Source: an optimization exercise on an open RTL-to-GDS flow (aim: small area). Production flows keep margins and buffers that such runs may drop.
Where RTL was checked, it was by simulation tests only, not by an equivalence proof against the original.
No functional check of the RTL was part of runs 1, 2 and 4.
Power and IR drop assume default switching activity.

### flow/constraint.sdc
create_clock -name core_clock -period 11.0 [get_ports {clk_vga}]
set_input_delay 2.2000 -clock core_clock [delete_from_list [all_inputs] [get_ports {clk_vga}]]
set_output_delay 2.2000 -clock core_clock [all_outputs]
set_load 0.01 [all_outputs]
### flow/flow/downsize.py
#!/usr/bin/env python3
"""Replace each combinational cell in a Yosys netlist with the smallest-area cell of the
same function (same name but the drive-strength suffix), e.g. maj3_2 -> maj3_1.
Flip-flops are left as they are. The layout's repair steps upsize again where timing
or slew needs it. Usage: downsize.py LIBERTY NETLIST (rewritten in place)."""
import re
import sys

lib_path, net_path = sys.argv[1], sys.argv[2]
lib = open(lib_path).read()
areas = {m.group(1): float(m.group(2)) for m in re.finditer(
    r'cell \("(sky130_fd_sc_hd__\w+)"\)\s*\{.*?area\s*:\s*([\d.]+)', lib, re.S)}
dont_use = set(sys.argv[3:])

def family(c):
    return re.sub(r'_\d+$', '', c)

smallest = {}
for c, a in areas.items():
    if c in dont_use:
        continue
    f = family(c)
    if f not in smallest or a < areas[smallest[f]]:
        smallest[f] = c

net = open(net_path).read()
count = 0
def swap(m):
    global count
    c = m.group(2)
    f = family(c)
    if re.match(r'sky130_fd_sc_hd__(df|ed|sdf|dl|conb)', c) or f not in smallest:
        return m.group(0)
    s = smallest[f]
    if s != c and areas[s] < areas[c]:
        count += 1
        return m.group(1) + s + m.group(3)
    return m.group(0)

net = re.sub(r'^(\s*)(sky130_fd_sc_hd__\w+)(\s)', swap, net, flags=re.M)
open(net_path, 'w').write(net)
print(f"downsize: {count} cells replaced")
### flow/config.mk
export PLATFORM = sky130hd
export DESIGN_NAME = sprite_compositor
export DESIGN_NICKNAME = sprite_compositor
export VERILOG_FILES = /design/flow/design.v
export SDC_FILE = /design/flow/constraint.sdc
export NUM_CORES = 4
export LEC_CHECK = 0
export CAP_MARGIN = 20
export CORE_MARGIN = 2
export CORE_UTILIZATION = 45
export GPL_TIMING_DRIVEN = 0
export SLEW_MARGIN = 20
export SYNTH_HIERARCHICAL = 1
export SYNTH_MINIMUM_KEEP_SIZE = 0
### flow/standard.sh
#!/bin/bash
# synth_recipe.tcl (not shown) runs the flow's synth.tcl, then flattens the netlist and writes it again
# the make line also repeats each setting of config.mk as NAME=value (left out here)
make -C /OpenROAD-flow-scripts/flow DESIGN_CONFIG=/design/flow/config.mk WORK_HOME=/design/flow/orfs CLKGATE_MAP_FILE= SYNTH_SCRIPT=/design/flow/synth_recipe.tcl "${@:-finish}"
### flow/design.v
package sprite_pkg;
    localparam int unsigned COORD_W = 10;
    localparam int unsigned MAX_SPR = 16;
    localparam int unsigned MAX_AW  = 16;
    localparam logic [7:0] TRANSPARENT = 8'hFF;
    localparam logic [7:0] BG_COLOR    = 8'h00;
    typedef logic [$clog2(MAX_SPR)-1:0] spr_idx_t;
endpackage
module sprite_hit_unit (
    input  logic                           en,
    input  logic [sprite_pkg::COORD_W-1:0] nx_ptr,    
    input  logic [sprite_pkg::COORD_W-1:0] ny_ptr,    
    input  logic [sprite_pkg::COORD_W-1:0] spr_x,
    input  logic [sprite_pkg::COORD_W-1:0] spr_y,
    input  logic [sprite_pkg::COORD_W-1:0] spr_w,
    input  logic [sprite_pkg::COORD_W-1:0] spr_h,
    output logic                           hit,
    output logic [sprite_pkg::COORD_W-1:0] ndx,       
    output logic [sprite_pkg::COORD_W-1:0] ndy        
);
    localparam int unsigned CW = sprite_pkg::COORD_W;
    logic [CW:0] cx, cy;    
    logic [CW:0] kx, ky;    
    assign cx[0] = 1'b0;
    assign cy[0] = 1'b0;
    always_comb begin
        for (int i = 0; i < CW; i++) begin
            ndx[i]  = nx_ptr[i] ^ spr_x[i] ^ cx[i];
            ndy[i]  = ny_ptr[i] ^ spr_y[i] ^ cy[i];
            cx[i+1] = (nx_ptr[i] & spr_x[i]) | (nx_ptr[i] & cx[i]) | (spr_x[i] & cx[i]);
            cy[i+1] = (ny_ptr[i] & spr_y[i]) | (ny_ptr[i] & cy[i]) | (spr_y[i] & cy[i]);
        end
    end
    assign kx[1] = ndx[0] & spr_w[0];
    assign ky[1] = ndy[0] & spr_h[0];
    for (genvar i = 1; i < CW; i++) begin : g_cmp
        sprite_maj3 u_kx (.a(ndx[i]), .b(spr_w[i]), .c(kx[i]), .y(kx[i+1]));
        sprite_maj3 u_ky (.a(ndy[i]), .b(spr_h[i]), .c(ky[i]), .y(ky[i+1]));
    end
    assign hit = en & !cx[CW] & !cy[CW] & kx[CW] & ky[CW];
endmodule
module sprite_mux8 (
    input  logic [7:0] sel,
    input  logic [7:0] d,
    output logic       y
);
    logic [2:0] n;
    sprite_aoi222 u_a (.a1(sel[0]), .a2(d[0]), .b1(sel[1]), .b2(d[1]), .c1(sel[2]), .c2(d[2]), .y(n[0]));
    sprite_aoi222 u_b (.a1(sel[3]), .a2(d[3]), .b1(sel[4]), .b2(d[4]), .c1(sel[5]), .c2(d[5]), .y(n[1]));
    sprite_aoi22  u_c (.a1(sel[6]), .a2(d[6]), .b1(sel[7]), .b2(d[7]), .y(n[2]));
    assign y = !(&n);
endmodule
module sprite_mux8h (
    input  logic [7:0] sel,
    input  logic       hold,
    input  logic [7:0] d,
    input  logic       q,
    output logic       y
);
    logic [2:0] n;
    sprite_aoi222 u_a (.a1(sel[0]), .a2(d[0]), .b1(sel[1]), .b2(d[1]), .c1(sel[2]), .c2(d[2]), .y(n[0]));
    sprite_aoi222 u_b (.a1(sel[3]), .a2(d[3]), .b1(sel[4]), .b2(d[4]), .c1(sel[5]), .c2(d[5]), .y(n[1]));
    sprite_aoi222 u_c (.a1(sel[6]), .a2(d[6]), .b1(sel[7]), .b2(d[7]), .c1(hold),   .c2(q),    .y(n[2]));
    assign y = !(&n);
endmodule
module sprite_mux8n (
    input  logic [7:0] sel,
    input  logic [7:0] d,
    output logic       y
);
    logic [2:0] n;
    sprite_aoi222 u_a (.a1(sel[0]), .a2(d[0]), .b1(sel[1]), .b2(d[1]), .c1(sel[2]), .c2(d[2]), .y(n[0]));
    sprite_aoi222 u_b (.a1(sel[3]), .a2(d[3]), .b1(sel[4]), .b2(d[4]), .c1(sel[5]), .c2(d[5]), .y(n[1]));
    sprite_aoi22  u_c (.a1(sel[6]), .a2(d[6]), .b1(sel[7]), .b2(d[7]), .y(n[2]));
    assign y = &n;
endmodule
module sprite_mux8hn (
    input  logic [7:0] sel,
    input  logic       hold,
    input  logic [7:0] d,
    output logic       y
);
    logic [2:0] n;
    sprite_aoi222 u_a (.a1(sel[0]), .a2(d[0]), .b1(sel[1]), .b2(d[1]), .c1(sel[2]), .c2(d[2]), .y(n[0]));
    sprite_aoi222 u_b (.a1(sel[3]), .a2(d[3]), .b1(sel[4]), .b2(d[4]), .c1(sel[5]), .c2(d[5]), .y(n[1]));
    sprite_aoi221 u_c (.a1(sel[6]), .a2(d[6]), .b1(sel[7]), .b2(d[7]), .c1(hold),   .y(n[2]));
    assign y = &n;
endmodule
module sprite_aoi22 (
    input  logic a1, a2, b1, b2,
    output logic y
);
    assign y = !((a1 & a2) | (b1 & b2));
endmodule
module sprite_aoi221 (
    input  logic a1, a2, b1, b2, c1,
    output logic y
);
    assign y = !((a1 & a2) | (b1 & b2) | c1);
endmodule
module sprite_aoi222 (
    input  logic a1, a2, b1, b2, c1, c2,
    output logic y
);
    assign y = !((a1 & a2) | (b1 & b2) | (c1 & c2));
endmodule
module sprite_maj3 (
    input  logic a, b, c,
    output logic y
);
    assign y = (a & b) | (a & c) | (b & c);
endmodule
module sprite_compositor
#(
    parameter int unsigned N_SPR   = 8,
    parameter int unsigned ADDR_W  = 13,
    parameter int unsigned ROM_LAT = 1
) (
    input  logic                       clk_vga,
    input  logic                       rst_n,
    input  logic [sprite_pkg::COORD_W-1:0]         x_ptr,
    input  logic [sprite_pkg::COORD_W-1:0]         y_ptr,
    input  logic                       pix_valid,
    input  logic                       frame_start,
    output logic [ADDR_W-1:0]          rom_addr,
    input  logic [7:0]                 rom_data,
    output logic [7:0]                 RGB,
    output logic                       rgb_valid,
    input  logic [N_SPR-1:0]           spr_en,
    input  logic [N_SPR*sprite_pkg::COORD_W-1:0]   spr_x,
    input  logic [N_SPR*sprite_pkg::COORD_W-1:0]   spr_y,
    input  logic [N_SPR*sprite_pkg::COORD_W-1:0]   spr_w,
    input  logic [N_SPR*sprite_pkg::COORD_W-1:0]   spr_h,
    input  logic [N_SPR*ADDR_W-1:0]    spr_base,
    output logic [N_SPR-1:0]           collide
);
    localparam int unsigned CW = sprite_pkg::COORD_W;
    logic [N_SPR-1:0]  box;      
    logic [CW-1:0]     ndx [N_SPR];
    logic [CW-1:0]     ndy [N_SPR];
    logic [CW-1:0]     nx_ptr, ny_ptr;
    assign nx_ptr = ~x_ptr;
    assign ny_ptr = ~y_ptr;
    for (genvar i = 0; i < N_SPR; i++) begin : g_slot
        sprite_hit_unit u_hit (
            .en    (spr_en[i]),
            .nx_ptr(nx_ptr),
            .ny_ptr(ny_ptr),
            .spr_x (spr_x[i*CW +: CW]),
            .spr_y (spr_y[i*CW +: CW]),
            .spr_w (spr_w[i*CW +: CW]),
            .spr_h (spr_h[i*CW +: CW]),
            .hit   (box[i]),
            .ndx   (ndx[i]),
            .ndy   (ndy[i])
        );
    end
    logic [N_SPR-1:0] hit;
    logic             any_hit;
    logic [N_SPR-1:0] sel;       
    logic             hold;      
    assign hit     = box & {N_SPR{pix_valid}};
    assign any_hit = |hit;
    assign hold    = !any_hit;
    always_comb begin
        for (int i = 0; i < N_SPR; i++) begin
            sel[i] = hit[i];
            for (int j = 0; j < i; j++) sel[i] = sel[i] & !hit[j];
        end
    end
    logic [CW-1:0]     dx_q, ndy_q, nw_q;
    logic [ADDR_W-1:0] base_q;
    logic [CW-1:0]     dx_d, ndy_d, nw_d;
    logic [ADDR_W-1:0] base_d;
    for (genvar b = 0; b < CW; b++) begin : g_mux_c
        logic [N_SPR-1:0] dxn, dyn, ww;
        for (genvar i = 0; i < N_SPR; i++) begin : g_in
            assign dxn[i] = ndx[i][b];
            assign dyn[i] = ndy[i][b];
            assign ww[i]  = spr_w[i*CW + b];
        end
        sprite_mux8hn u_dx (.sel(sel), .hold(hold), .d(dxn), .y(dx_d[b]));
        sprite_mux8   u_dy (.sel(sel), .d(dyn), .y(ndy_d[b]));
        sprite_mux8n  u_w  (.sel(sel), .d(ww),  .y(nw_d[b]));
    end
    for (genvar b = 0; b < ADDR_W; b++) begin : g_mux_b
        logic [N_SPR-1:0] bb;
        for (genvar i = 0; i < N_SPR; i++) begin : g_in
            assign bb[i] = spr_base[i*ADDR_W + b];
        end
        sprite_mux8h u_base (.sel(sel), .hold(hold), .d(bb), .q(rom_addr[b]), .y(base_d[b]));
    end
    logic [N_SPR-2:0]  m1_q, m2_q;
    logic              any1_q, any2_q, v1_q, v2_q, fs1_q, fs2_q;
    always_ff @(posedge clk_vga or negedge rst_n) begin
        if (!rst_n) begin
            dx_q   <= '0;
            nw_q   <= '1;            
            base_q <= '0;
            any1_q <= 1'b0;
            any2_q <= 1'b0;
            v1_q   <= 1'b0;
            v2_q   <= 1'b0;
            fs1_q  <= 1'b0;
            fs2_q  <= 1'b0;
        end else begin
            dx_q   <= dx_d;
            nw_q   <= nw_d;
            base_q <= base_d;
            any1_q <= any_hit;
            any2_q <= any1_q;
            v1_q   <= pix_valid;
            v2_q   <= v1_q;
            fs1_q  <= frame_start;
            fs2_q  <= fs1_q;
        end
    end
    always_ff @(posedge clk_vga) begin
        ndy_q <= ndy_d;
        m1_q  <= hit[0] ? hit[N_SPR-1:1] : '0;
        m2_q  <= m1_q;
    end
    logic [78:0] pp;
    sprite_pp u_pp (
        .ndy (ndy_q),
        .nw  (nw_q),
        .pp  (pp)
    );
    sprite_addr_tree u_addr (
        .dx   (dx_q),
        .base (base_q),
        .pp   (pp),
        .addr (rom_addr)
    );
    logic             opaque;
    logic [N_SPR-2:0] coll_bits;
    logic [N_SPR-2:0] acc_q;
    assign opaque    = rom_data != sprite_pkg::TRANSPARENT;
    assign coll_bits = (opaque && any2_q) ? m2_q : '0;
    assign collide[0] = 1'b0;
    always_ff @(posedge clk_vga or negedge rst_n) begin
        if (!rst_n) begin
            RGB              <= 8'h00;
            rgb_valid        <= 1'b0;
            acc_q            <= '0;
            collide[N_SPR-1:1] <= '0;
        end else begin
            rgb_valid <= v2_q;
            RGB       <= (any2_q && opaque) ? rom_data : sprite_pkg::BG_COLOR;
            if (fs2_q) begin
                collide[N_SPR-1:1] <= acc_q;
                acc_q              <= coll_bits;
            end else begin
                acc_q <= acc_q | coll_bits;
            end
        end
    end
endmodule
module sprite_pp (
    input  logic [9:0]  ndy,
    input  logic [9:0]  nw,
    output logic [78:0] pp
);
    assign pp[0] = ~(ndy[0] | nw[0]);
    assign pp[1] = ~(ndy[1] | nw[0]);
    assign pp[2] = ~(ndy[2] | nw[0]);
    assign pp[3] = ~(ndy[3] | nw[0]);
    assign pp[4] = ~(ndy[4] | nw[0]);
    assign pp[5] = ~(ndy[5] | nw[0]);
    assign pp[6] = ~(ndy[6] | nw[0]);
    assign pp[7] = ~(ndy[7] | nw[0]);
    assign pp[8] = ~(ndy[8] | nw[0]);
    assign pp[9] = ~(ndy[9] | nw[0]);
    assign pp[10] = ~(ndy[0] | nw[1]);
    assign pp[11] = ~(ndy[1] | nw[1]);
    assign pp[12] = ~(ndy[2] | nw[1]);
    assign pp[13] = ~(ndy[3] | nw[1]);
    assign pp[14] = ~(ndy[4] | nw[1]);
    assign pp[15] = ~(ndy[5] | nw[1]);
    assign pp[16] = ~(ndy[6] | nw[1]);
    assign pp[17] = ~(ndy[7] | nw[1]);
    assign pp[18] = ~(ndy[8] | nw[1]);
    assign pp[19] = ~(ndy[9] | nw[1]);
    assign pp[20] = ~(ndy[0] | nw[2]);
    assign pp[21] = ~(ndy[1] | nw[2]);
    assign pp[22] = ~(ndy[2] | nw[2]);
    assign pp[23] = ~(ndy[3] | nw[2]);
    assign pp[24] = ~(ndy[4] | nw[2]);
    assign pp[25] = ~(ndy[5] | nw[2]);
    assign pp[26] = ~(ndy[6] | nw[2]);
    assign pp[27] = ~(ndy[7] | nw[2]);
    assign pp[28] = ~(ndy[8] | nw[2]);
    assign pp[29] = ~(ndy[9] | nw[2]);
    assign pp[30] = ~(ndy[0] | nw[3]);
    assign pp[31] = ~(ndy[1] | nw[3]);
    assign pp[32] = ~(ndy[2] | nw[3]);
    assign pp[33] = ~(ndy[3] | nw[3]);
    assign pp[34] = ~(ndy[4] | nw[3]);
    assign pp[35] = ~(ndy[5] | nw[3]);
    assign pp[36] = ~(ndy[6] | nw[3]);
    assign pp[37] = ~(ndy[7] | nw[3]);
    assign pp[38] = ~(ndy[8] | nw[3]);
    assign pp[39] = ~(ndy[9] | nw[3]);
    assign pp[40] = ~(ndy[0] | nw[4]);
    assign pp[41] = ~(ndy[1] | nw[4]);
    assign pp[42] = ~(ndy[2] | nw[4]);
    assign pp[43] = ~(ndy[3] | nw[4]);
    assign pp[44] = ~(ndy[4] | nw[4]);
    assign pp[45] = ~(ndy[5] | nw[4]);
    assign pp[46] = ~(ndy[6] | nw[4]);
    assign pp[47] = ~(ndy[7] | nw[4]);
    assign pp[48] = ~(ndy[8] | nw[4]);
    assign pp[49] = ~(ndy[0] | nw[5]);
    assign pp[50] = ~(ndy[1] | nw[5]);
    assign pp[51] = ~(ndy[2] | nw[5]);
    assign pp[52] = ~(ndy[3] | nw[5]);
    assign pp[53] = ~(ndy[4] | nw[5]);
    assign pp[54] = ~(ndy[5] | nw[5]);
    assign pp[55] = ~(ndy[6] | nw[5]);
    assign pp[56] = ~(ndy[7] | nw[5]);
    assign pp[57] = ~(ndy[0] | nw[6]);
    assign pp[58] = ~(ndy[1] | nw[6]);
    assign pp[59] = ~(ndy[2] | nw[6]);
    assign pp[60] = ~(ndy[3] | nw[6]);
    assign pp[61] = ~(ndy[4] | nw[6]);
    assign pp[62] = ~(ndy[5] | nw[6]);
    assign pp[63] = ~(ndy[6] | nw[6]);
    assign pp[64] = ~(ndy[0] | nw[7]);
    assign pp[65] = ~(ndy[1] | nw[7]);
    assign pp[66] = ~(ndy[2] | nw[7]);
    assign pp[67] = ~(ndy[3] | nw[7]);
    assign pp[68] = ~(ndy[4] | nw[7]);
    assign pp[69] = ~(ndy[5] | nw[7]);
    assign pp[70] = ~(ndy[0] | nw[8]);
    assign pp[71] = ~(ndy[1] | nw[8]);
    assign pp[72] = ~(ndy[2] | nw[8]);
    assign pp[73] = ~(ndy[3] | nw[8]);
    assign pp[74] = ~(ndy[4] | nw[8]);
    assign pp[75] = ~(ndy[0] | nw[9]);
    assign pp[76] = ~(ndy[1] | nw[9]);
    assign pp[77] = ~(ndy[2] | nw[9]);
    assign pp[78] = ~(ndy[3] | nw[9]);
endmodule
module sprite_addr_tree (
    input  logic [9:0]  dx,
    input  logic [12:0] base,
    input  logic [78:0] pp,
    output logic [12:0] addr
);
    logic t2, t3, t4, t6, t7, t8, t9, t10, t12, t13, t14, t15;
    logic t16, t17, t18, t20, t21, t22, t23, t24, t25, t26, t27, t28;
    logic t30, t31, t32, t33, t34, t35, t36, t37, t38, t39, t40, t42;
    logic t43, t44, t45, t46, t47, t48, t49, t50, t51, t52, t53, t54;
    logic t56, t57, t58, t59, t60, t61, t62, t63, t64, t65, t66, t67;
    logic t68, t69, t70, t72, t73, t74, t75, t76, t77, t78, t79, t80;
    logic t81, t82, t83, t84, t85, t86, t87, t88, t90, t91, t92, t93;
    logic t94, t95, t96, t97, t98, t99, t100, t101, t102, t103, t104, t105;
    logic t106, t107, t108, t110, t111, t112, t113, t114, t115, t116, t117, t118;
    logic t119, t120, t121, t122, t123, t124, t125, t126, t127, t128, t130, t131;
    logic t132, t133, t134, t135, t136, t137, t138, t139, t140, t141, t142, t143;
    logic t144, t145, t146, t148, t149, t150, t151, t152, t153, t154, t155, t156;
    logic t157, t158, t159, t160, t161, t162, t163;
    assign addr[0] = base[0] ^ dx[0] ^ pp[0];
    assign t2 = (base[0] & dx[0]) | (base[0] & pp[0]) | (dx[0] & pp[0]);
    assign t3 = base[1] ^ dx[1] ^ pp[1];
    assign t4 = (base[1] & dx[1]) | (base[1] & pp[1]) | (dx[1] & pp[1]);
    assign addr[1] = pp[10] ^ t2 ^ t3;
    assign t6 = (pp[10] & t2) | (pp[10] & t3) | (t2 & t3);
    assign t7 = base[2] ^ dx[2] ^ pp[2];
    assign t8 = (base[2] & dx[2]) | (base[2] & pp[2]) | (dx[2] & pp[2]);
    assign t9 = pp[11] ^ pp[20] ^ t4;
    assign t10 = (pp[11] & pp[20]) | (pp[11] & t4) | (pp[20] & t4);
    assign addr[2] = t7 ^ t6 ^ t9;
    assign t12 = (t7 & t6) | (t7 & t9) | (t6 & t9);
    assign t13 = base[3] ^ dx[3] ^ pp[3];
    assign t14 = (base[3] & dx[3]) | (base[3] & pp[3]) | (dx[3] & pp[3]);
    assign t15 = pp[12] ^ pp[21] ^ pp[30];
    assign t16 = (pp[12] & pp[21]) | (pp[12] & pp[30]) | (pp[21] & pp[30]);
    assign t17 = t8 ^ t15 ^ t13;
    assign t18 = (t8 & t15) | (t8 & t13) | (t15 & t13);
    assign addr[3] = t10 ^ t17 ^ t12;
    assign t20 = (t10 & t17) | (t10 & t12) | (t17 & t12);
    assign t21 = base[4] ^ dx[4] ^ pp[4];
    assign t22 = (base[4] & dx[4]) | (base[4] & pp[4]) | (dx[4] & pp[4]);
    assign t23 = pp[13] ^ pp[22] ^ pp[31];
    assign t24 = (pp[13] & pp[22]) | (pp[13] & pp[31]) | (pp[22] & pp[31]);
    assign t25 = pp[40] ^ t14 ^ t16;
    assign t26 = (pp[40] & t14) | (pp[40] & t16) | (t14 & t16);
    assign t27 = t23 ^ t21 ^ t18;
    assign t28 = (t23 & t21) | (t23 & t18) | (t21 & t18);
    assign addr[4] = t25 ^ t27 ^ t20;
    assign t30 = (t25 & t27) | (t25 & t20) | (t27 & t20);
    assign t31 = base[5] ^ dx[5] ^ pp[5];
    assign t32 = (base[5] & dx[5]) | (base[5] & pp[5]) | (dx[5] & pp[5]);
    assign t33 = pp[14] ^ pp[23] ^ pp[32];
    assign t34 = (pp[14] & pp[23]) | (pp[14] & pp[32]) | (pp[23] & pp[32]);
    assign t35 = pp[41] ^ pp[49] ^ t22;
    assign t36 = (pp[41] & pp[49]) | (pp[41] & t22) | (pp[49] & t22);
    assign t37 = t24 ^ t33 ^ t31;
    assign t38 = (t24 & t33) | (t24 & t31) | (t33 & t31);
    assign t39 = t26 ^ t35 ^ t37;
    assign t40 = (t26 & t35) | (t26 & t37) | (t35 & t37);
    assign addr[5] = t28 ^ t39 ^ t30;
    assign t42 = (t28 & t39) | (t28 & t30) | (t39 & t30);
    assign t43 = base[6] ^ dx[6] ^ pp[6];
    assign t44 = (base[6] & dx[6]) | (base[6] & pp[6]) | (dx[6] & pp[6]);
    assign t45 = pp[15] ^ pp[24] ^ pp[33];
    assign t46 = (pp[15] & pp[24]) | (pp[15] & pp[33]) | (pp[24] & pp[33]);
    assign t47 = pp[42] ^ pp[50] ^ pp[57];
    assign t48 = (pp[42] & pp[50]) | (pp[42] & pp[57]) | (pp[50] & pp[57]);
    assign t49 = t32 ^ t34 ^ t47;
    assign t50 = (t32 & t34) | (t32 & t47) | (t34 & t47);
    assign t51 = t45 ^ t43 ^ t36;
    assign t52 = (t45 & t43) | (t45 & t36) | (t43 & t36);
    assign t53 = t38 ^ t49 ^ t51;
    assign t54 = (t38 & t49) | (t38 & t51) | (t49 & t51);
    assign addr[6] = t40 ^ t53 ^ t42;
    assign t56 = (t40 & t53) | (t40 & t42) | (t53 & t42);
    assign t57 = base[7] ^ dx[7] ^ pp[7];
    assign t58 = (base[7] & dx[7]) | (base[7] & pp[7]) | (dx[7] & pp[7]);
    assign t59 = pp[16] ^ pp[25] ^ pp[34];
    assign t60 = (pp[16] & pp[25]) | (pp[16] & pp[34]) | (pp[25] & pp[34]);
    assign t61 = pp[43] ^ pp[51] ^ pp[58];
    assign t62 = (pp[43] & pp[51]) | (pp[43] & pp[58]) | (pp[51] & pp[58]);
    assign t63 = pp[64] ^ t44 ^ t46;
    assign t64 = (pp[64] & t44) | (pp[64] & t46) | (t44 & t46);
    assign t65 = t48 ^ t61 ^ t59;
    assign t66 = (t48 & t61) | (t48 & t59) | (t61 & t59);
    assign t67 = t57 ^ t50 ^ t63;
    assign t68 = (t57 & t50) | (t57 & t63) | (t50 & t63);
    assign t69 = t65 ^ t52 ^ t67;
    assign t70 = (t65 & t52) | (t65 & t67) | (t52 & t67);
    assign addr[7] = t54 ^ t69 ^ t56;
    assign t72 = (t54 & t69) | (t54 & t56) | (t69 & t56);
    assign t73 = base[8] ^ dx[8] ^ pp[8];
    assign t74 = (base[8] & dx[8]) | (base[8] & pp[8]) | (dx[8] & pp[8]);
    assign t75 = pp[17] ^ pp[26] ^ pp[35];
    assign t76 = (pp[17] & pp[26]) | (pp[17] & pp[35]) | (pp[26] & pp[35]);
    assign t77 = pp[44] ^ pp[52] ^ pp[59];
    assign t78 = (pp[44] & pp[52]) | (pp[44] & pp[59]) | (pp[52] & pp[59]);
    assign t79 = pp[65] ^ pp[70] ^ t58;
    assign t80 = (pp[65] & pp[70]) | (pp[65] & t58) | (pp[70] & t58);
    assign t81 = t60 ^ t62 ^ t77;
    assign t82 = (t60 & t62) | (t60 & t77) | (t62 & t77);
    assign t83 = t75 ^ t73 ^ t64;
    assign t84 = (t75 & t73) | (t75 & t64) | (t73 & t64);
    assign t85 = t66 ^ t79 ^ t81;
    assign t86 = (t66 & t79) | (t66 & t81) | (t79 & t81);
    assign t87 = t83 ^ t68 ^ t85;
    assign t88 = (t83 & t68) | (t83 & t85) | (t68 & t85);
    assign addr[8] = t70 ^ t87 ^ t72;
    assign t90 = (t70 & t87) | (t70 & t72) | (t87 & t72);
    assign t91 = base[9] ^ dx[9] ^ pp[9];
    assign t92 = (base[9] & dx[9]) | (base[9] & pp[9]) | (dx[9] & pp[9]);
    assign t93 = pp[18] ^ pp[27] ^ pp[36];
    assign t94 = (pp[18] & pp[27]) | (pp[18] & pp[36]) | (pp[27] & pp[36]);
    assign t95 = pp[45] ^ pp[53] ^ pp[60];
    assign t96 = (pp[45] & pp[53]) | (pp[45] & pp[60]) | (pp[53] & pp[60]);
    assign t97 = pp[66] ^ pp[71] ^ pp[75];
    assign t98 = (pp[66] & pp[71]) | (pp[66] & pp[75]) | (pp[71] & pp[75]);
    assign t99 = t74 ^ t76 ^ t78;
    assign t100 = (t74 & t76) | (t74 & t78) | (t76 & t78);
    assign t101 = t97 ^ t95 ^ t93;
    assign t102 = (t97 & t95) | (t97 & t93) | (t95 & t93);
    assign t103 = t91 ^ t80 ^ t82;
    assign t104 = (t91 & t80) | (t91 & t82) | (t80 & t82);
    assign t105 = t99 ^ t101 ^ t84;
    assign t106 = (t99 & t101) | (t99 & t84) | (t101 & t84);
    assign t107 = t103 ^ t86 ^ t105;
    assign t108 = (t103 & t86) | (t103 & t105) | (t86 & t105);
    assign addr[9] = t88 ^ t107 ^ t90;
    assign t110 = (t88 & t107) | (t88 & t90) | (t107 & t90);
    assign t111 = base[10] ^ pp[19] ^ pp[28];
    assign t112 = (base[10] & pp[19]) | (base[10] & pp[28]) | (pp[19] & pp[28]);
    assign t113 = pp[37] ^ pp[46] ^ pp[54];
    assign t114 = (pp[37] & pp[46]) | (pp[37] & pp[54]) | (pp[46] & pp[54]);
    assign t115 = pp[61] ^ pp[67] ^ pp[72];
    assign t116 = (pp[61] & pp[67]) | (pp[61] & pp[72]) | (pp[67] & pp[72]);
    assign t117 = pp[76] ^ t92 ^ t94;
    assign t118 = (pp[76] & t92) | (pp[76] & t94) | (t92 & t94);
    assign t119 = t96 ^ t98 ^ t115;
    assign t120 = (t96 & t98) | (t96 & t115) | (t98 & t115);
    assign t121 = t113 ^ t111 ^ t100;
    assign t122 = (t113 & t111) | (t113 & t100) | (t111 & t100);
    assign t123 = t102 ^ t117 ^ t119;
    assign t124 = (t102 & t117) | (t102 & t119) | (t117 & t119);
    assign t125 = t104 ^ t121 ^ t123;
    assign t126 = (t104 & t121) | (t104 & t123) | (t121 & t123);
    assign t127 = t106 ^ t125 ^ t108;
    assign t128 = (t106 & t125) | (t106 & t108) | (t125 & t108);
    assign addr[10] = t127 ^ t110;
    assign t130 = t127 & t110;
    assign t131 = base[11] ^ pp[29] ^ pp[38];
    assign t132 = (base[11] & pp[29]) | (base[11] & pp[38]) | (pp[29] & pp[38]);
    assign t133 = pp[47] ^ pp[55] ^ pp[62];
    assign t134 = (pp[47] & pp[55]) | (pp[47] & pp[62]) | (pp[55] & pp[62]);
    assign t135 = pp[68] ^ pp[73] ^ pp[77];
    assign t136 = (pp[68] & pp[73]) | (pp[68] & pp[77]) | (pp[73] & pp[77]);
    assign t137 = t112 ^ t114 ^ t116;
    assign t138 = (t112 & t114) | (t112 & t116) | (t114 & t116);
    assign t139 = t135 ^ t133 ^ t131;
    assign t140 = (t135 & t133) | (t135 & t131) | (t133 & t131);
    assign t141 = t118 ^ t120 ^ t137;
    assign t142 = (t118 & t120) | (t118 & t137) | (t120 & t137);
    assign t143 = t139 ^ t122 ^ t141;
    assign t144 = (t139 & t122) | (t139 & t141) | (t122 & t141);
    assign t145 = t124 ^ t126 ^ t143;
    assign t146 = (t124 & t126) | (t124 & t143) | (t126 & t143);
    assign addr[11] = t145 ^ t128 ^ t130;
    assign t148 = (t145 & t128) | (t145 & t130) | (t128 & t130);
    assign t149 = base[12] ^ pp[39];
    assign t150 = pp[48] ^ pp[56];
    assign t151 = pp[63] ^ pp[69];
    assign t152 = pp[74] ^ pp[78];
    assign t153 = t152 ^ t151;
    assign t154 = t150 ^ t149;
    assign t155 = t154 ^ t153;
    assign t156 = t132 ^ t134;
    assign t157 = t136 ^ t155;
    assign t158 = t156 ^ t157;
    assign t159 = t138 ^ t140;
    assign t160 = t158 ^ t159;
    assign t161 = t160 ^ t142;
    assign t162 = t161 ^ t144;
    assign t163 = t162 ^ t146;
    assign addr[12] = t163 ^ t148;
endmodule
### flow/flow/run.sh
#!/bin/bash
# Own flow: the standard layout (standard.sh), with these changes:
#  - Yosys's synth skips its early "abc -fast" pass (SYNTH_ARGS=-noabc), so the
#    full-adder extraction sees the adders as written; the final ABC mapping is unchanged.
#  - after synthesis every combinational cell is set to its smallest drive strength
#    (downsize.py); the repair steps of the layout upsize where timing or slew needs it.
#  - every input and output port still gets a buffer, but a small one (buf_1).
#  - clock tree: small clock buffers and no dummy loads.
# Each tool's output goes to a log file in this folder.
set -euo pipefail
RES=orfs/results/sky130hd/sprite_compositor/base
LIB=$FLOW_HOME/platforms/sky130hd/lib/sky130_fd_sc_hd__tt_025C_1v80.lib
ARGS=(
    SYNTH_ARGS=-noabc
    "BUFFER_PORTS_ARGS=-buffer_cell sky130_fd_sc_hd__buf_1"
    "CTS_ARGS=-sink_clustering_enable -repair_clock_nets -dont_use_dummy_load -buf_list sky130_fd_sc_hd__clkbuf_8"
)
bash standard.sh "${ARGS[@]}" synth > flow_synth.log 2>&1
cp $RES/1_2_yosys.v flow_1_2_yosys_orig.v
python3 flow/downsize.py $LIB $RES/1_2_yosys.v > flow_downsize.log 2>&1
rm -f $RES/1_synth.odb $RES/1_synth.sdc
bash standard.sh "${ARGS[@]}" finish > flow_finish.log 2>&1
==> metrics.md, run 1 <==
| Metric | Value |
|---|---|
| # IOs | between 400 and 500 |
| R2R cell count | 20 |
| Inst Count DP | 1683 |
| CTS Buf Count | 9 |
| Worst path slowest cell | dfstp_2 |
| Clk pin slew, worst setup/hold paths | around 100 ps |
| Final WL | 41000 µm |
| Pwr Total | 2.13 mW |
| Worst Hold Path Cells | 0 |
| Nets | 2073 |
| Clock root buffer | clkbuf_8 |
| Post-CTS Hold Buffers | 0 |
| CP Cell Sequence | buf_1, nor2_1, fa_1, fa_1, fa_1, fa_1, fa_1, fa_1, fa_1, fa_1, fa_1, fa_1, ha_1, fa_1, xnor2_1, xnor2_1, xnor3_1, xnor2_1, buf_1 |
| Hold Vio Cnt, Final | 0 |
| Drt pass-1 iters | 12 |
| Post-DRT Antenna Nets | 0 |
| Dpl cell area | 0.0132 mm² |
| Area of the multi-input gates | around 0.0085 mm² |
| DRC Markers | 0 |
| Placement row count | 56 |
| Chip Width | 158 µm |
| Static Leak | just over 5 nW |
| Post-DR vias/cell | 5.87 |
| # fillers | 2149 |
| Area grow syn2layout | 25.5% |
| Cell area after layout | 0.0134 mm² |
| Gr busiest metal | met2 |
| Met2 Use GR | 58.4% |
| Maximum vdd drop | around 0.14 mV |
| Post-route insts no fill | 1706 |
| Worst path buffer plus inverter count | 2 |
| Place WS | 1360 ps |
| Clock skew | between 30 and 40 ps |
| Vias in the first global route | between 10000 and 15000 |
| Mapped Area | ~0.011 mm² |
| GR Layer Usage met1 | 38.0% |
| Worst r2r dst | base_q[12] |
| Reg-to-reg startpoint | nw_q[0] |
| Starting Density | 45.7% |
| Die height | 158 µm |
| Yosys warns | 10 |
| Clock sinks | 86 |
| Unrepaired setup endpoints after global routing | false |
| Final worst path period share | 90.8% |
| Status | no timing/DRC/antenna violations |
| Critical path arrival | 7790 ps |
| Pwr dens | 159 mW/mm² |
| Max Freq | ~100 MHz |
| Hold crit path type | reg -> reg |
| Mean Syn Cell Area | 12.5 µm² |
| Routed WL per cell | roughly 24 µm |
| Worst reg2reg setup slack | 3250 ps |
| Bufs on Longest Clock Path | 2 |
| Worst hold slack | 302 ps |
| Critical Path RT | 8800 ps |
| Slew margin rel. | 54.2% |
| Total GRT Usage | 33.1% |
| Worst slew pin tran | just under 700 ps |
| First-pass GRT wire length | between 60000 and 70000 µm |
| CP max stage delay | 520 ps |
| Final core occ | 57.3% |
| Fin crit period | roughly 10000 ps |
| Max-slew violation count | 0 |
| Area of the core | approximately 0.023 mm² |
| Setup crit end kind | primary output |
| FF/Latch Area | 0.00204 mm² |
| Critical path fanouts, max | 10 |
| Setup TNS | 0 ps |
| Share of cells above drive strength 1 | slightly above 4% |
| GR Util met3 | 6.02% |
| HP Start | m1_q[3] |
| DP Wirelength | 35900 µm |
| Post-Syn Instances | 851 |
| Final setup viols | 0 |
| Initial antenna violation count | 13 |
| Crit path top cell by count | fa_1 |
| CTS tree | built |
| Via count | 10000 |
| Aggregate global routing overflow | 0 |
| PortBufs | 492 |
| Largest net degree at the start of global routing | 31 |
| Die Area | 0.0249 mm² |
| Setup crit start kind | flip-flop |
| Crit path from | nw_q[0] |
| Clk latency of the worst-skew pair | approximately 380 ps |
| Critical path's top delay family | adder cells |
| H-tree levels | 3 |
| Iter 0 DRT Violations | approximately 1200 |
| RePlAce Congestion | 0.937 |
| Endpoint, Worst Hold | m2_q[3] |
| Setup bufs post-CTS | 0 |
| CTS resizes | 0 |
| Worst setup margin | 1010 ps |
| Critical path class | reg -> out |
| Max_cap viols | 0 |
-- routing by layer --
| layer | vias up | share of wire [%] |
|---|---|---|
| li1 | 4339 | - |
| met3 | 107 | 7.7 |
| met2 | 548 | 52 |
| met5 | - | 0 |
| met1 | 5018 | 35 |
| met4 | 0 | 4.9 |
-- cells in the final DEF, fill, tap and decap left out, types with 5 or more instances in the layout --
master and count:
dfrtp_1 52, ha_1 17, mux2_2 7, a221oi_1 10, and3_1 27, clkbuf_8 9
dfxtp_1 24, inv_1 23, a222oi_1 99, buf_16 5, maj3_1 144, nand3_1 23
buf_1 506, a22oi_1 20, nand4b_1 8, xnor2_1 13, a22o_1 7, fa_1 217
diode_2 14, and2_1 24, dfstp_2 10, buf_2 6, buf_4 8, nor2_1 88
-- where the power goes --
part	switching [mW]	internal, mW
combinational	0.827	0.714
clock	0.109	0.0735
sequential	0.0307	0.375
total	0.966	1.16
-- final cells by class --
class | count | share of cell area (%)
Timing Repair Buffer | 513 | 15.9
Antenna cell | 14 | 0.262
Inverter | 23 | 0.645
Multi-Input combinational cell | 726 | 63.6
Buffer | 16 | 0.449
Tap cell | 319 | 2.98
Sequential cell | 86 | 15.3
Clock buffer | 9 | 0.926
-- worst max path at each step --
| stage | to | slack [ps] | depth (start not counted) |
|---|---|---|---|
| final | rom_addr[12] | 1010 | 19 |
| after global routing | rom_addr[12] | 620 | 19 |
| after CTS | rom_addr[12] | 920 | 19 |
| after detailed placement | rom_addr[12] | 1360 | 19 |
| after global placement | dx_q[0] | -4180 | 19 |
| after floorplan | dx_q[0] | 350 | 18 |
-- state kept, by name, summed over array words and instances (netlist names) --
register	cells
RGB	8
acc_q	7
any1_q	1
any2_q	1
base_q	13
collide	7
dx_q	10
fs1_q	1
fs2_q	1
m1_q	7
m2_q	7
ndy_q	10
nw_q	10
rgb_valid	1
v1_q	1
v2_q	1
==> inputs of run 2 (changes only) <==
--- a/flow/flow/run.sh
+++ b/flow/flow/run.sh
@@ -12,8 +12,9 @@
 LIB=$FLOW_HOME/platforms/sky130hd/lib/sky130_fd_sc_hd__tt_025C_1v80.lib
 ARGS=(
     SYNTH_ARGS=-noabc
+    REMOVE_ABC_BUFFERS=1
     "BUFFER_PORTS_ARGS=-buffer_cell sky130_fd_sc_hd__buf_1"
-    "CTS_ARGS=-sink_clustering_enable -repair_clock_nets -dont_use_dummy_load -buf_list sky130_fd_sc_hd__clkbuf_8"
+    "CTS_ARGS=-sink_clustering_enable -repair_clock_nets -dont_use_dummy_load -buf_list sky130_fd_sc_hd__clkbuf_8 -sink_clustering_size 30"
 )
 bash standard.sh "${ARGS[@]}" synth > flow_synth.log 2>&1
 cp $RES/1_2_yosys.v flow_1_2_yosys_orig.v
==> run 2 against run 1 <==
Effect of this change:
- sequential power is 4% higher
- first-iteration DRC count fell by 18%
- power fell by 0.16%
- hold slack improved by 14 ps
- clock skew grew 0.94 ps
- global-route usage down 0.87 points
- synthesized area is the same
- sequential share of layout area grew 0.091 points
- combinational power about the same
- critical path type unchanged
- largest cell class unchanged
- highest routed layer unchanged
==> metrics.md, run 2 <==
| Metric | Value |
|---|---|
| Worst r2r dst | base_q[12] (unchanged) |
| Placement row count | 56 (unchanged) |
| # fillers | 2182 (was 2149) |
| Crit path from | nw_q[0] (unchanged) |
| Final worst path period share | 88.0% (was 90.8%) |
| Mapped Area | 0.0107 mm² (unchanged) |
| Maximum vdd drop | 0.170 mV (was 0.137 mV) |
| Bufs on Longest Clock Path | 2 (unchanged) |
| Pwr Total | 2.12 mW (was 2.13 mW) |
| Post-DR vias/cell | 5.86 (was 5.87) |
| Setup crit start kind | flip-flop (unchanged) |
| Max Freq | 103 MHz (was 100 MHz) |
| H-tree levels | 3 (unchanged) |
| Initial antenna violation count | 7 (was 13) |
| Iter 0 DRT Violations | 972 (was 1188) |
| Critical path fanouts, max | 10 (unchanged) |
| Total GRT Usage | 32.2% (was 33.1%) |
| Post-DRT Antenna Nets | 0 (unchanged) |
| Cell area after layout | 0.0133 mm² (was 0.0134 mm²) |
| Commonest non-fill, non-tap cell in the layout | buf_1 (unchanged) |
| DRC Markers | 0 (unchanged) |
| CTS Buf Count | 9 (unchanged) |
| Reg-to-reg startpoint | nw_q[0] (unchanged) |
| Final setup viols | 0 (unchanged) |
| Crit path top cell by count | fa_1 (unchanged) |
| Place WS | 1650 ps (was 1360 ps) |
| Final WL | 40700 µm (was 41000 µm) |
| Clk pin slew, worst setup/hold paths | 100 ps (about the same) |
| Hold Vio Cnt, Final | 0 (unchanged) |
| Fin crit period | 9680 ps (was 9990 ps) |
| CP Cell Sequence | nor2_1, fa_1, fa_1, fa_1, fa_1, fa_1, fa_1, fa_1, fa_1, fa_1, fa_1, ha_1, fa_1, xnor2_1, xnor2_1, xnor3_1, xnor2_1, buf_1 (was buf_1, nor2_1, fa_1, fa_1, fa_1, fa_1, fa_1, fa_1, fa_1, fa_1, fa_1, fa_1, ha_1, fa_1, xnor2_1, xnor2_1, xnor3_1, xnor2_1, buf_1) |
| Static Leak | 5.14 nW (was 5.16 nW) |
| Yosys warns | 10 (unchanged) |
| R2R cell count | 19 (was 20) |
| CP max stage delay | 680 ps (was 520 ps) |
| First-pass GRT wire length | 58400 µm (was 60300 µm) |
| Reg with most FFs | base_q (unchanged) |
| Area of the core | 0.0233 mm² (unchanged) |
| Drt pass-1 iters | 12 (unchanged) |
| Max_cap viols | 0 (unchanged) |
| Hold crit path type | reg -> reg (unchanged) |
| Clock skew | 32.2 ps (was 31.3 ps) |
| Slew margin rel. | 51.9% (was 54.2%) |
| Largest net degree at the start of global routing | 31 (unchanged) |
| Area of the multi-input gates | 0.00850 mm² (unchanged) |
| CTS resizes | 0 (unchanged) |
| Max-slew violation count | 0 (unchanged) |
| Flip-flop count of the largest register after layout | 13 (unchanged) |
| Critical path class | reg -> out (unchanged) |
| HP Start | m1_q[6] (was m1_q[3]) |
| Chip Width | 158 µm (unchanged) |
| Clock sinks | 86 (unchanged) |
| Post-CTS Hold Buffers | 0 (unchanged) |
| Worst setup margin | 1320 ps (was 1010 ps) |
| Leading cell types in the layout, fill and taps excluded | 491 x buf_1, 217 x fa_1, 144 x maj3_1 (was 506 x buf_1, 217 x fa_1, 144 x maj3_1) |
| Via count | 9874 (was 10000) |
| Share of cells above drive strength 1 | 4.20% (was 4.15%) |
| Vias in the first global route | 10600 (was 10800) |
| Critical path arrival | 7480 ps (was 7790 ps) |
| Setup bufs post-CTS | 0 (unchanged) |
| Clk latency of the worst-skew pair | 380 ps (about the same) |
| Die Area | 0.0249 mm² (unchanged) |
| Area grow syn2layout | 24.7% (was 25.5%) |
| Pwr dens | 160 mW/mm² (was 159 mW/mm²) |
| Mean Syn Cell Area | 12.5 µm² (unchanged) |
| Nets | 2057 (was 2073) |
| Critical Path RT | 8800 ps (about the same) |
| Post-route insts no fill | 1684 (was 1706) |
| Unrepaired setup endpoints after global routing | false (unchanged) |
| Status | no timing/DRC/antenna violations (unchanged) |
| Setup TNS | 0 ps (unchanged) |
| Clock root buffer | clkbuf_8 (unchanged) |
| Setup crit end kind | primary output (unchanged) |
| # IOs | 494 (unchanged) |
| Aggregate global routing overflow | 0 (unchanged) |
| Endpoint, Worst Hold | m2_q[6] (was m2_q[3]) |
| Worst slew pin tran | 720 ps (was 685 ps) |
| Inst Count DP | 1667 (was 1683) |
| Dpl cell area | 0.0132 mm² (about the same) |
| Worst hold slack | 316 ps (was 302 ps) |
| Die height | 158 µm (unchanged) |
| Worst reg2reg setup slack | 3640 ps (was 3250 ps) |
| Worst path slowest cell | dfstp_2 (unchanged) |
| Worst Hold Path Cells | 0 (unchanged) |
| Starting Density | 45.7% (unchanged) |
| DP Wirelength | 35800 µm (was 35900 µm) |
| FF/Latch Area | 0.00204 mm² (unchanged) |
| RePlAce Congestion | 0.946 (was 0.937) |
| Final core occ | 57.0% (was 57.3%) |
| CTS tree | built (unchanged) |
| Routed WL per cell | 24.2 µm (was 24.0 µm) |
| PortBufs | 492 (unchanged) |
| Post-Syn Instances | 851 (unchanged) |
[run 2: changes by cell type in the layout (fill, tap and decap cells not counted)]
| cell | delta |
|---|---|
| clkbuf_1 | -1 |
| buf_4 | +1 |
| diode_2 | -6 |
| buf_6 | -1 |
| buf_1 | -15 |
[run 2: critical path, delay by kind of cell, from the launching register on]
| family | cells | cell delay, ps |
|---|---|---|
| buffers and inverters | 1 | 250 |
| and+or+nand+nor | 1 | 110 |
| DFF | 1 | 680 |
| adders and majority gates | 12 | 5020 |
| xor gates and xnor gates | 4 | 1060 |
[run 2: worst max-delay path by stage]
stage | slack (ps) | cells past startpoint | end
6_report | 1320 | 18 | rom_addr[12]
5_1_grt | 970 | 18 | rom_addr[12]
4_1_cts | 1220 | 18 | rom_addr[12]
3_5_place_dp | 1650 | 18 | rom_addr[12]
3_3_place_gp | -4140 | 19 | dx_q[0]
2_1_floorplan | 350 | 18 | dx_q[0]
[run 2: final cells by class]
cell class	count	area share [%]
Inverter	23	0.649
Clock buffer	9	0.932
Antenna cell	8	0.151
Timing Repair Buffer	513	15.9
Tap cell	319	3.00
Sequential cell	86	15.4
Multi-Input combinational cell	726	64.0
[run 2: power breakdown]
group / leakage, nW / switching (mW) / internal (mW)
Sequential: 0.979 / 0.0471 / 0.375
Combinational: 4.09 / 0.814 / 0.709
Clock: 0.0648 / 0.106 / 0.0734
Total: 5.14 / 0.967 / 1.16
[run 2: routing by layer]
layer	vias to the layer above	global-route usage (%)	wire, µm
met4	0	14.8	1820
met5	-	0	0
met1	4946	36.4	14300
li1	4293	-	-
met2	543	58.3	21300
met3	92	6.71	3310
==> inputs of run 3 (changes only) <==
--- a/flow/design.v
+++ b/flow/design.v
@@ -86,6 +86,12 @@
     sprite_aoi221 u_c (.a1(sel[6]), .a2(d[6]), .b1(sel[7]), .b2(d[7]), .c1(hold),   .y(n[2]));
     assign y = &n;
 endmodule
+module sprite_ao22 (
+    input  logic a1, a2, b1, b2,
+    output logic y
+);
+    assign y = (a1 & a2) | (b1 & b2);
+endmodule
 module sprite_aoi22 (
     input  logic a1, a2, b1, b2,
     output logic y
@@ -192,11 +198,10 @@
     end
     logic [N_SPR-2:0]  m1_q, m2_q;
     logic              any1_q, any2_q, v1_q, v2_q, fs1_q, fs2_q;
+    logic              live_q;   
     always_ff @(posedge clk_vga or negedge rst_n) begin
         if (!rst_n) begin
-            dx_q   <= '0;
-            nw_q   <= '1;            
-            base_q <= '0;
+            live_q <= 1'b0;
             any1_q <= 1'b0;
             any2_q <= 1'b0;
             v1_q   <= 1'b0;
@@ -204,9 +209,7 @@
             fs1_q  <= 1'b0;
             fs2_q  <= 1'b0;
         end else begin
-            dx_q   <= dx_d;
-            nw_q   <= nw_d;
-            base_q <= base_d;
+            live_q <= 1'b1;
             any1_q <= any_hit;
             any2_q <= any1_q;
             v1_q   <= pix_valid;
@@ -216,7 +219,10 @@
         end
     end
     always_ff @(posedge clk_vga) begin
-        ndy_q <= ndy_d;
+        dx_q   <= dx_d;
+        ndy_q  <= ndy_d;
+        nw_q   <= nw_d;
+        base_q <= base_d;
         m1_q  <= hit[0] ? hit[N_SPR-1:1] : '0;
         m2_q  <= m1_q;
     end
@@ -226,33 +232,37 @@
         .nw  (nw_q),
         .pp  (pp)
     );
+    logic [ADDR_W-1:0] addr;
     sprite_addr_tree u_addr (
         .dx   (dx_q),
         .base (base_q),
         .pp   (pp),
-        .addr (rom_addr)
+        .addr (addr)
     );
+    assign rom_addr = addr & {ADDR_W{live_q}};
     logic             opaque;
-    logic [N_SPR-2:0] coll_bits;
-    logic [N_SPR-2:0] acc_q;
-    assign opaque    = rom_data != sprite_pkg::TRANSPARENT;
-    assign coll_bits = (opaque && any2_q) ? m2_q : '0;
+    logic             hit_op;    
+    logic             nfs2;
+    logic [N_SPR-2:0] acc_q, acc_d, col_d;
+    assign opaque     = rom_data != sprite_pkg::TRANSPARENT;
+    assign hit_op     = opaque && any2_q;
+    assign nfs2       = !fs2_q;
     assign collide[0] = 1'b0;
+    for (genvar j = 0; j < N_SPR - 1; j++) begin : g_coll
+        sprite_ao22 u_acc (.a1(m2_q[j]), .a2(hit_op), .b1(acc_q[j]), .b2(nfs2), .y(acc_d[j]));
+        sprite_ao22 u_col (.a1(acc_q[j]), .a2(fs2_q), .b1(collide[j+1]), .b2(nfs2), .y(col_d[j]));
+    end
     always_ff @(posedge clk_vga or negedge rst_n) begin
         if (!rst_n) begin
-            RGB              <= 8'h00;
-            rgb_valid        <= 1'b0;
-            acc_q            <= '0;
+            RGB                <= 8'h00;
+            rgb_valid          <= 1'b0;
+            acc_q              <= '0;
             collide[N_SPR-1:1] <= '0;
         end else begin
-            rgb_valid <= v2_q;
-            RGB       <= (any2_q && opaque) ? rom_data : sprite_pkg::BG_COLOR;
-            if (fs2_q) begin
-                collide[N_SPR-1:1] <= acc_q;
-                acc_q              <= coll_bits;
-            end else begin
-                acc_q <= acc_q | coll_bits;
-            end
+            rgb_valid          <= v2_q;
+            RGB                <= hit_op ? rom_data : sprite_pkg::BG_COLOR;
+            acc_q              <= acc_d;
+            collide[N_SPR-1:1] <= col_d;
         end
     end
 endmodule
==> run 3 against run 2 <==
Effect of this change:
- register-to-register slack lost 60 ps
- setup slack improved by 80 ps
- clock-buffer cell count unchanged
- sequential share of layout area down 1.1 points
- critical path depth grew 1
- largest power group unchanged
- cell area down 0.23%
- highest routed layer unchanged
- still clean
- global-route usage is 1.0 points higher
- synthesized area fell by 0.38%
- die area fell by 0.37%
- first-iteration DRC count up 7.7%
- power down 21%
- clock power hardly changed
==> metrics.md, run 3 <==
| Metric | Value |
|---|---|
| Status | no timing/DRC/antenna violations (unchanged) |
| Routed WL per cell | 23.9 µm (was 24.2 µm) |
| Hold crit path type | reg -> reg (unchanged) |
| Combinational share of power | 65.3% (was 71.7%) |
| First-pass GRT wire length | 60300 µm (was 58400 µm) |
| FF/Latch Area | 0.00189 mm² (was 0.00204 mm²) |
| NetSw | 0.725 mW (was 0.967 mW) |
| Critical Path RT | 8800 ps (about the same) |
| Hold Vio Cnt, Final | 0 (unchanged) |
| Largest net degree at the start of global routing | 31 (unchanged) |
| Die Area | 0.0248 mm² (was 0.0249 mm²) |
| Area grow syn2layout | 24.9% (was 24.7%) |
| Flip-flop count of the largest register after layout | 13 (unchanged) |
| Max_cap viols | 0 (unchanged) |
| Clock root buffer | clkbuf_8 (unchanged) |
| R2R cell count | 20 (was 19) |
| Chip Width | 158 µm (about the same) |
| Clk latency of the worst-skew pair | 390 ps (was 380 ps) |
| Area of the core | 0.0233 mm² (unchanged) |
| Final WL | 41300 µm (was 40700 µm) |
| Met2 Use GR | 59.2% (was 58.3%) |
| Clock sinks | 87 (was 86) |
| Iter 0 DRT Violations | 1047 (was 972) |
| Critical path fanouts, max | 10 (unchanged) |
| Gr busiest metal | met2 (unchanged) |
| Reg-to-reg startpoint | ndy_q[1] (was nw_q[0]) |
| Post-CTS Hold Buffers | 0 (unchanged) |
| Place WS | 1530 ps (was 1650 ps) |
| Worst slew pin tran | 872 ps (was 720 ps) |
| H-tree levels | 3 (unchanged) |
| Pwr Total | 1.67 mW (was 2.12 mW) |
| Unrepaired setup endpoints after global routing | false (unchanged) |
| Final setup viols | 0 (unchanged) |
| Nets | 2089 (was 2057) |
| Mean Syn Cell Area | 12.1 µm² (was 12.5 µm²) |
| Max Freq | 104 MHz (was 103 MHz) |
| Maximum vdd drop | 0.0827 mV (was 0.170 mV) |
| GR Layer Usage met1 | 37.8% (was 36.4%) |
| Worst hold slack | 334 ps (was 316 ps) |
| DP Wirelength | 36700 µm (was 35800 µm) |
| Leading cell types in the layout, fill and taps excluded | 491 x buf_1, 217 x fa_1, 144 x maj3_1 (unchanged) |
| Starting Density | 45.5% (was 45.7%) |
| Crit path capture | rom_addr[12] (unchanged) |
| Initial antenna violation count | 21 (was 7) |
| Yosys warns | 10 (unchanged) |
| Setup crit end kind | primary output (unchanged) |
| Clock power share | 10.7% (was 8.4%) |
| Worst reg2reg setup slack | 3580 ps (was 3640 ps) |
| PortBufs | 492 (unchanged) |
| Share of cells above drive strength 1 | 3.60% (was 4.20%) |
| DRC Markers | 0 (unchanged) |
| Via count | 9987 (was 9874) |
| Critical path arrival | 7400 ps (was 7480 ps) |
| Commonest non-fill, non-tap cell in the layout | buf_1 (unchanged) |
| Reg with most FFs | base_q (unchanged) |
| Clk pin slew, worst setup/hold paths | 80 ps (was 100 ps) |
| Vias in the first global route | 10800 (was 10600) |
| Pwr dens | 126 mW/mm² (was 160 mW/mm²) |
| Mapped Area | 0.0106 mm² (was 0.0107 mm²) |
| Worst setup margin | 1400 ps (was 1320 ps) |
| Worst Hold Path Cells | 0 (unchanged) |
| # IOs | 494 (unchanged) |
| Post-DRT Antenna Nets | 0 (unchanged) |
| Setup bufs post-CTS | 0 (unchanged) |
| GR Util met3 | 6.13% (was 6.71%) |
| Area of the multi-input gates | 0.00862 mm² (was 0.00850 mm²) |
| Critical path class | reg -> out (unchanged) |
| Final worst path period share | 87.3% (was 88.0%) |
| Placement row count | 56 (unchanged) |
| CTS Buf Count | 9 (unchanged) |
| CTS tree | built (unchanged) |
| CTS resizes | 0 (unchanged) |
| # fillers | 2202 (was 2182) |
| Max-slew violation count | 0 (unchanged) |
| Total GRT Usage | 33.3% (was 32.2%) |
| Die height | 158 µm (about the same) |
| RePlAce Congestion | 0.942 (was 0.946) |
| Post-Syn Instances | 879 (was 851) |
| P_int | 0.949 mW (was 1.16 mW) |
| Post-DR vias/cell | 5.77 (was 5.86) |
| Final core occ | 56.9% (was 57.0%) |
| Static Leak | 5.13 nW (was 5.14 nW) |
| Aggregate global routing overflow | 0 (unchanged) |
| Slew margin rel. | 41.5% (was 51.9%) |
| Setup crit start kind | flip-flop (unchanged) |
| Switching share of power | 43.3% (was 45.5%) |
| Seq pwr share | 24.0% (was 19.9%) |
| Fin crit period | 9600 ps (was 9680 ps) |
| Bufs on Longest Clock Path | 2 (unchanged) |
| Crit path from | ndy_q[1] (was nw_q[0]) |
| Clock skew | 38.5 ps (was 32.2 ps) |
| Drt pass-1 iters | 10 (was 12) |
| Worst r2r dst | base_q[12] (unchanged) |
## run 3: layer usage
layer	up-vias	wire length (µm)
met5	-	0
met4	0	1740
met3	84	2900
met2	511	21800
met1	4975	14900
li1	4417	-
## run 3: metrics by stage
| step | area [µm²] | cells | setup TNS [ps] |
|---|---|---|---|
| 3_3_place_gp | 12800 | 1670 | -154530 |
| 5_1_grt | 13300 | 1729 | 0 |
| 2_1_floorplan | 10500 | 859 | -309 |
| 3_5_place_dp | 13100 | 1699 | 0 |
| 4_1_cts | 13200 | 1708 | 0 |
| 6_report | 13300 | 1730 | 0 |
## run 3: critical path: stages (launching register included)
cell	delay, ps
dfxtp_1	630
nor2_1	130
fa_1	500
fa_1	410
fa_1	450
fa_1	430
fa_1	460
fa_1	420
fa_1	430
fa_1	420
fa_1	420
fa_1	400
ha_1	230
fa_1	420
xnor2_1	160
xnor2_1	220
xnor3_1	350
xnor2_1	130
and2_1	220
buf_1	200
## run 3: cell type report
class	count	share of cell area (%)
multi-input cells	749	65.0
repair buffers	521	15.8
flip-flops and latches	87	14.3
well taps	319	3.01
clock buffers	9	0.934
inverters	23	0.651
diodes	22	0.415
## run 3: how the worst min path moves through the flow
stage               slack (ps)       to     from
global placement           310  m2_q[2]  m1_q[2]
floorplan                  310  m2_q[0]  m1_q[0]
CTS                        330  m2_q[6]  m1_q[6]
global route               340  m2_q[6]  m1_q[6]
detailed placement         310  m2_q[1]  m1_q[1]
finish                     330  m2_q[2]  m1_q[2]
## run 3: power groups by stage
| stage | registers, mW | clock network, mW | logic [mW] |
|---|---|---|---|
| finish | 0.402 | 0.179 | 1.09 |
| detailed placement | 0.409 | 0 | 1.10 |
| floorplan | 0.391 | 0 | 0.722 |
| global route | 0.407 | 0.198 | 1.23 |
| global placement | 0.409 | 0 | 1.08 |
| CTS | 0.403 | 0.186 | 1.11 |
==> inputs of run 4 (changes only) <==
--- a/flow/design.v
+++ b/flow/design.v
@@ -86,6 +86,19 @@
     sprite_aoi221 u_c (.a1(sel[6]), .a2(d[6]), .b1(sel[7]), .b2(d[7]), .c1(hold),   .y(n[2]));
     assign y = &n;
 endmodule
+module sprite_and2x8 (
+    input  logic [7:0] a,
+    input  logic [7:0] b,
+    output logic [7:0] y
+);
+    assign y = a & b;
+endmodule
+module sprite_nand2 (
+    input  logic a, b,
+    output logic y
+);
+    assign y = !(a & b);
+endmodule
 module sprite_ao22 (
     input  logic a1, a2, b1, b2,
     output logic y
@@ -163,17 +176,25 @@
     end
     logic [N_SPR-1:0] hit;
     logic             any_hit;
-    logic [N_SPR-1:0] sel;       
-    logic             hold;      
+    logic [N_SPR-1:0] first;     
+    logic             any_box;
     assign hit     = box & {N_SPR{pix_valid}};
     assign any_hit = |hit;
-    assign hold    = !any_hit;
+    assign any_box = |box;
     always_comb begin
         for (int i = 0; i < N_SPR; i++) begin
-            sel[i] = hit[i];
-            for (int j = 0; j < i; j++) sel[i] = sel[i] & !hit[j];
+            first[i] = pix_valid;
+            for (int j = 0; j < i; j++) first[i] = first[i] & !box[j];
         end
     end
+    logic [N_SPR-1:0] sel [3];
+    logic             hold [2];
+    for (genvar g = 0; g < 3; g++) begin : g_sel
+        sprite_and2x8 u_sel (.a(first), .b(box), .y(sel[g]));
+    end
+    for (genvar g = 0; g < 2; g++) begin : g_hold
+        sprite_nand2 u_hold (.a(pix_valid), .b(any_box), .y(hold[g]));
+    end
     logic [CW-1:0]     dx_q, ndy_q, nw_q;
     logic [ADDR_W-1:0] base_q;
     logic [CW-1:0]     dx_d, ndy_d, nw_d;
@@ -185,16 +206,17 @@
             assign dyn[i] = ndy[i][b];
             assign ww[i]  = spr_w[i*CW + b];
         end
-        sprite_mux8hn u_dx (.sel(sel), .hold(hold), .d(dxn), .y(dx_d[b]));
-        sprite_mux8   u_dy (.sel(sel), .d(dyn), .y(ndy_d[b]));
-        sprite_mux8n  u_w  (.sel(sel), .d(ww),  .y(nw_d[b]));
+        sprite_mux8hn u_dx (.sel(sel[0]), .hold(hold[0]), .d(dxn), .y(dx_d[b]));
+        sprite_mux8   u_dy (.sel(sel[1]), .d(dyn), .y(ndy_d[b]));
+        sprite_mux8n  u_w  (.sel(sel[1]), .d(ww),  .y(nw_d[b]));
     end
     for (genvar b = 0; b < ADDR_W; b++) begin : g_mux_b
         logic [N_SPR-1:0] bb;
         for (genvar i = 0; i < N_SPR; i++) begin : g_in
             assign bb[i] = spr_base[i*ADDR_W + b];
         end
-        sprite_mux8h u_base (.sel(sel), .hold(hold), .d(bb), .q(rom_addr[b]), .y(base_d[b]));
+        sprite_mux8h u_base (.sel(sel[2]), .hold(hold[1]), .d(bb), .q(rom_addr[b]),
+                             .y(base_d[b]));
     end
     logic [N_SPR-2:0]  m1_q, m2_q;
     logic              any1_q, any2_q, v1_q, v2_q, fs1_q, fs2_q;
==> run 4 against run 3 <==
Effect of this change:
- cell area down 1.7%
- sequential share of layout area grew 0.24 points
- synthesized cell count grew 1.8%
- clock power is 3% lower
- final cell count fell by 1.6%
- wire length increased by 2.9%
- setup slack lost 150 ps
- sequential power is 1% higher
- critical path depth unchanged
==> metrics.md, run 4 <==
| Metric | Value |
|---|---|
| Maximum vdd drop | 0.108 mV (was 0.0827 mV) |
| Bufs on Longest Clock Path | 2 (unchanged) |
| DRC Markers | 0 (unchanged) |
| Iter 0 DRT Violations | 1099 (was 1047) |
| Pwr dens | 127 mW/mm² (was 126 mW/mm²) |
| Reg with most FFs | base_q (unchanged) |
| Commonest non-fill, non-tap cell in the layout | buf_1 (unchanged) |
| Combinational share of power | 64.9% (was 65.3%) |
| Hold crit path type | reg -> reg (unchanged) |
| First-pass GRT wire length | 61900 µm (was 60300 µm) |
| Crit path top cell by count | fa_1 (unchanged) |
| Chip Width | 158 µm (about the same) |
| Critical path fanouts, max | 10 (unchanged) |
| Worst path buffer plus inverter count | 1 (unchanged) |
| Initial antenna violation count | 3 (was 21) |
| Yosys warns | 12 (was 10) |
| Switching share of power | 43.2% (was 43.3%) |
| PortBufs | 492 (unchanged) |
| Flip-flop count of the largest register after layout | 13 (unchanged) |
| Leading cell types in the layout, fill and taps excluded | 491 x buf_1, 217 x fa_1, 144 x maj3_1 (unchanged) |
| Static Leak | 5.02 nW (was 5.13 nW) |
| Max-slew violation count | 0 (unchanged) |
| Clock skew | 27.3 ps (was 38.5 ps) |
| Post-route insts no fill | 1702 (was 1730) |
| Post-CTS Hold Buffers | 0 (unchanged) |
| DP Wirelength | 37900 µm (was 36700 µm) |
| Critical path arrival | 7550 ps (was 7400 ps) |
| Post-DRT Antenna Nets | 0 (unchanged) |
| Clock power share | 10.5% (was 10.7%) |
| Max Freq | 103 MHz (was 104 MHz) |
| Die Area | 0.0251 mm² (was 0.0248 mm²) |
| Mean Syn Cell Area | 12.0 µm² (was 12.1 µm²) |
| Area of the multi-input gates | 0.00869 mm² (was 0.00862 mm²) |
| Clock sinks | 87 (unchanged) |
| CP Cell Sequence | nor2_1, fa_1, fa_1, fa_1, fa_1, fa_1, fa_1, fa_1, fa_1, fa_1, fa_1, ha_1, fa_1, xnor2_1, xnor2_1, xnor3_1, xnor2_1, and2_1, buf_1 (unchanged) |
| CTS tree | built (unchanged) |
| Setup crit end kind | primary output (unchanged) |
| Share of cells above drive strength 1 | 0.725% (was 3.60%) |
| Fin crit period | 9750 ps (was 9600 ps) |
| Nets | 2079 (was 2089) |
| Inst Count DP | 1689 (was 1699) |
| Status | no timing/DRC/antenna violations (unchanged) |
| Total GRT Usage | 33.9% (was 33.3%) |
| Placement row count | 56 (unchanged) |
| Post-Syn Instances | 895 (was 879) |
| Aggregate global routing overflow | 0 (unchanged) |
| Critical path's top delay family | adder cells (unchanged) |
| Post-DR vias/cell | 5.94 (was 5.77) |
| Final WL | 42500 µm (was 41300 µm) |
| Critical path class | reg -> out (unchanged) |
| RePlAce Congestion | 0.969 (was 0.942) |
| Vias in the first global route | 10500 (was 10800) |
| Worst path slowest cell | dfxtp_1 (unchanged) |
| Unrepaired setup endpoints after global routing | false (unchanged) |
| Setup bufs post-CTS | 0 (unchanged) |
| H-tree levels | 3 (unchanged) |
| P_int | 0.938 mW (was 0.949 mW) |
| NetSw | 0.714 mW (was 0.725 mW) |
| Starting Density | 45.7% (was 45.5%) |
| Seq pwr share | 24.6% (was 24.0%) |
| Slew margin rel. | 35.2% (was 41.5%) |
| Clock root buffer | clkbuf_8 (unchanged) |
| Final setup viols | 0 (unchanged) |
| Final worst path period share | 88.6% (was 87.3%) |
| Worst slew pin tran | 963 ps (was 872 ps) |
| Via count | 10100 (was 9987) |
| Setup crit start kind | flip-flop (unchanged) |
| Max_cap viols | 0 (unchanged) |
| Drt pass-1 iters | 13 (was 10) |
| Routed WL per cell | 25.0 µm (was 23.9 µm) |
| Hold Vio Cnt, Final | 0 (unchanged) |
| Die height | 158 µm (about the same) |
| Critical Path RT | 8800 ps (about the same) |
| Largest net degree at the start of global routing | 31 (unchanged) |
| # fillers | 2166 (was 2202) |
| CP max stage delay | 610 ps (was 630 ps) |
| Mapped Area | 0.0107 mm² (was 0.0106 mm²) |
| Area of the core | 0.0235 mm² (was 0.0233 mm²) |
| CTS resizes | 0 (unchanged) |
| Area grow syn2layout | 21.6% (was 24.9%) |
| Setup TNS | 0 ps (unchanged) |
| Clk latency of the worst-skew pair | 370 ps (was 390 ps) |
| FF/Latch Area | 0.00189 mm² (unchanged) |
| # IOs | 494 (unchanged) |
| CTS Buf Count | 9 (unchanged) |
| Clk pin slew, worst setup/hold paths | 80 ps (about the same) |
[run 4: metal layers]
layer  share of wire, %  global-route usage [%]  vias to the layer above  wire length [µm]
li1                   -                       -                     4381                 -
met1                 41                    44.8                     5136             17300
met2                 49                    57.8                      542             20800
met3                8.2                    6.78                       48              3470
met4                2.1                    7.98                        0               890
met5                  0                       0                        -                 0
[run 4: path summary, 6_finish.rpt]
kind / startpoint / endpoint / slack (ps) / cells after the start
max in group asynchronous: rst_n / acc_q[3] / 8700 / 1
hold reg to reg: m1_q[4] / m2_q[4] / 320 / 0
setup / recovery: ndy_q[0] / rom_addr[12] / 1250 / 19
hold / removal: m1_q[4] / m2_q[4] / 320 / 0
min in group asynchronous: rst_n / RGB[0] / 1840 / 1
setup reg to reg: ndy_q[0] / base_q[12] / 3370 / 20
[run 4: final cells by class]
| type | count | share of cell area, % |
|---|---|---|
| diodes | 4 | 0.0767 |
| multi-input cells | 769 | 66.6 |
| flip-flops and latches | 87 | 14.5 |
| well taps | 319 | 3.06 |
| repair buffers | 492 | 14.2 |
| clock buffers | 9 | 0.950 |
| inverters | 22 | 0.633 |
[run 4: per-stage QoR]
stage / hold WS (ps) / instance area [µm²] / setup slack [ps] / power, mW / utilization, %
after global placement: 313 / 12900 / 1670 / 1.46 / 55.0
after floorplan: 310 / 10700 / 2390 / 1.11 / -
after detailed placement: 315 / 12900 / 1600 / 1.47 / 55.0
after CTS: 319 / 13000 / 1260 / 1.65 / 55.5
final: 323 / 13000 / 1250 / 1.65 / 55.6
after global routing: 334 / 13000 / 1010 / 1.80 / 55.6
[run 4: power groups by stage]
| stage | Sequential (mW) | Combinational, mW | Clock [mW] |
|---|---|---|---|
| 2_1_floorplan | 0.391 | 0.724 | 0 |
| 3_3_place_gp | 0.412 | 1.05 | 0 |
| 3_5_place_dp | 0.411 | 1.06 | 0 |
| 4_1_cts | 0.406 | 1.07 | 0.179 |
| 5_1_grt | 0.411 | 1.19 | 0.192 |
| 6_report | 0.407 | 1.07 | 0.173 |

## what the ideal ports hide
The flow's constraints put no driver on any port. The routed layouts listed below were extracted and timed again, unchanged, in two steps. Step 1, drivers: a clkbuf_16 drives clk_vga and a buf_2 each remaining input, both assumed. Step 2 times the ports against the registers' clock, not the clock port: input delays grow and output delays shrink by t, the midpoint of the rising clock arrivals with the driver on. a / b / c = ideal ports / drivers / drivers and shift; a / b = the first two.
run	t (ns)	setup WS [ns]	worst setup path after step 2	latest minus earliest clock arrival (ns)
run 1	0.413	1.008 / 0.965 / 1.378	register to output	0.034 / 0.034
run 2	0.407	1.319 / 1.278 / 1.681	input to register	0.033 / 0.033
run 3	0.410	1.399 / 1.358 / 1.505	input to register	0.039 / 0.038
run 4	0.402	1.251 / 1.205 / 1.503	input to register	0.028 / 0.028
After both steps setup and hold are still met in every run listed.
